This is an optimization exercise on Yosys and OpenROAD, whose aim is small area, a short achievable clock period and few clock cycles per item, not a production implementation.
Function was checked by simulation only, so behaviour that the tests miss may differ from the original.
Power is estimated from default activity; no workload was simulated.

// timed_event_queue
module timed_event_queue (
  input  logic                clk,
  input  logic                rst,
  input  logic                cmd_valid,
  output logic                cmd_ready,
  input  teq_pkg::func_t      cmd_func,
  input  teq_pkg::qtime_t     cmd_time_value,
  input  teq_pkg::seq_t       cmd_event_id,
  input  teq_pkg::tag_t       cmd_object_id,
  input  teq_pkg::tag_t       cmd_payload_handle,
  output logic                rsp_valid,
  input  logic                rsp_ready,
  output teq_pkg::status_t    rsp_status,
  output teq_pkg::seq_t       rsp_result_id,
  output logic                rsp_pending,
  output teq_pkg::qtime_t     rsp_time_left,
  output teq_pkg::qtime_t     rsp_duration,
  output teq_pkg::qtime_t     rsp_elapsed,
  output teq_pkg::tag_t       rsp_out_object,
  output teq_pkg::tag_t       rsp_out_payload,
  output teq_pkg::removed_t   rsp_removed_count,
  output logic                rsp_last
);
  localparam int N = teq_pkg::QUEUE_DEPTH;
  function automatic logic [32:0] add_pp(logic [31:0] a, logic [31:0] b, logic cin);
    logic [31:0] g, p, gg, pp;
    g  = a & b;
    p  = a ^ b;
    gg = g;
    pp = p;
    gg[0] = g[0] | (p[0] & cin);
    for (int l = 0; l < 5; l++) begin
      for (int i = 0; i < 32; i++) begin
        if ((i >> l) & 1) begin
          gg[i] = gg[i] | (pp[i] & gg[((i >> l) << l) - 1]);
          pp[i] = pp[i] & pp[((i >> l) << l) - 1];
  ...
==> flow/config.mk <==
export PLATFORM = sky130hd
export DESIGN_NAME = timed_event_queue
export DESIGN_NICKNAME = timed_event_queue
export VERILOG_FILES = /design/flow/design.v
export SDC_FILE = /design/flow/constraint.sdc
export NUM_CORES = 4
export LEC_CHECK = 0
export CAP_MARGIN = 20
export CORE_MARGIN = 2
export CORE_UTILIZATION = 60
export CTS_CLUSTER_DIAMETER = 60
export CTS_CLUSTER_SIZE = 20
export SETUP_SLACK_MARGIN = 4.0
export SLEW_MARGIN = 20
==> flow/constraint.sdc <==
create_clock -name core_clock -period 8.0 [get_ports {clk}]
set_input_delay 1.6000 -clock core_clock [delete_from_list [all_inputs] [get_ports {clk}]]
set_output_delay 1.6000 -clock core_clock [all_outputs]
set_load 0.01 [all_outputs]
run.sh (not shown) runs the stock make flow with config.mk's settings and CLKGATE_MAP_FILE= SYNTH_SCRIPT=/design/flow/synth_recipe.tcl, a recipe that flattens the netlist after the stock synthesis.
Testbench counts at the start, summed over its fixed seeds: cycles 3,817, commands 3,200.
Rerun with:
Settings changed: SETUP_SLACK_MARGIN 4.0 to 4.5.
=> Die area stays the same. Cell area went up by 8.1%. Hold slack hardly moves. Clock-buffer cell count does not change. Wire length went up by 9.3%. Fmax rises by 5.4%. Critical path depth increases by 2. Clock skew climbs by 0.0080 ns. Core utilization came out higher by 5.5 points.
Rerun with:
Settings changed: CTS_CLUSTER_DIAMETER 60 to unset, CTS_CLUSTER_SIZE 20 to unset, SETUP_SLACK_MARGIN 4.5 to 4.0.
Effect: The changed run completed without violations. Hold slack loses 0.0098 ns. Count of clock-buffer cells in the layout came out higher by 125. Register-to-register slack loses 0.24 ns. Routed wire length drops by 8.0%. Sequential power is about the same. Cell count shrinks by about 2.3%. Clock power increases by 35%. Via count shrinks by about 4.6%. Global-route usage falls by 2.5 points. Cell area is lower by 5.3%.
Rerun with:
Settings changed: CORE_UTILIZATION 60 to 68, CTS_CLUSTER_DIAMETER set to 60, CTS_CLUSTER_SIZE set to 20.
Result: Clock-buffer cell count goes down by 142; final cell count goes down by a few percent; via count goes up slightly; worst setup slack is worse by 0.16 ns; wire length goes down by a few percent; non-clock buffer count goes down by 4; total power goes down by roughly a tenth; die area goes down by roughly a tenth; core utilization goes up by 7.6 points; synthesized cell count stays the same; area after synthesis stays the same.

---

main:
timed_event_queue again, from the RTL that the note above started with.
Design timed_event_queue, start of the top module:
module timed_event_queue (
  input  logic                clk,
  input  logic                rst,
  input  logic                cmd_valid,
  output logic                cmd_ready,
  input  teq_pkg::func_t      cmd_func,
  input  teq_pkg::qtime_t     cmd_time_value,
  input  teq_pkg::seq_t       cmd_event_id,
  input  teq_pkg::tag_t       cmd_object_id,
  input  teq_pkg::tag_t       cmd_payload_handle,
  output logic                rsp_valid,
  input  logic                rsp_ready,
  output teq_pkg::status_t    rsp_status,
  output teq_pkg::seq_t       rsp_result_id,
  output logic                rsp_pending,
  output teq_pkg::qtime_t     rsp_time_left,
  output teq_pkg::qtime_t     rsp_duration,
  output teq_pkg::qtime_t     rsp_elapsed,
  output teq_pkg::tag_t       rsp_out_object,
  output teq_pkg::tag_t       rsp_out_payload,
  output teq_pkg::removed_t   rsp_removed_count,
  output logic                rsp_last
);
clock: 8.0 ns
lec_check: 0
cap_margin: 20
core_margin: 2
core_utilization: 60
setup_slack_margin: 4.3
slew_margin: 20
main reached the end of the flow, and the finished layout is clean on the timing, DRC and antenna checks.
Testbench counts of main, summed over its fixed seeds: cycles 3,817, commands 3,200.
Input changes introduced in the feature branch (baseline for comparison: main):
- CTS_CLUSTER_SIZE newly set to 20
- CTS_CLUSTER_DIAMETER newly set to 60
[summary]
Looking at the reports, the feature branch completed the entire flow and the layout it produced met the timing, DRC and antenna checks.
When the final numbers for the feature branch and main were put side by side, the final design utilization turned out to be greater in main.
Compared with main, the feature branch is the less power-hungry design.
The run showing the smaller final clock period utilization by the worst path is main.
Power in combinational cells went up slightly going from main to the feature branch.
The feature branch against main: number of filler instances in the final layout picked up an extra about 1.7%, area growth from synthesis to final layout lost 1.9 points, cell count lost 128.

afterwards: timing with drivers on the ports:
How much do the figures lean on ideal ports? The routed layouts below were timed once more, with nothing changed but the port constraints.
Step 1, drivers: a clkbuf_16 drives clk and a buf_2 each remaining input, both assumed.
Step 2 moves the port delays by t, midway between the first and last clock arrival at a register: inputs arrive t later, outputs are due t later. That takes back most of the time a late clock gives input paths.
Three values: ideal, step 1, step 2; two values: the first two.
run | t (ns) | setup WS [ns] | worst setup path after step 2
the first run of note 1 | 0.996 | 3.771 / 3.771 / 2.943 | input to register
the second run of note 1 | 0.987 | 3.989 / 3.989 / 3.122 | input to register
the third run of note 1 | 1.071 | 3.750 / 3.750 / 2.924 | input to register
the fourth run of note 1 | 0.990 | 3.589 / 3.589 / 3.009 | input to register
main | 1.063 | 4.010 / 4.010 / 3.155 | input to register
the feature branch | 0.992 | 3.968 / 3.968 / 3.152 | input to register
After both steps setup and hold are still met in every run listed. For the second run of note 1, which loses most, drivers alone change the setup slack by 0.000 ns; drivers and shift together by -0.867 ns.
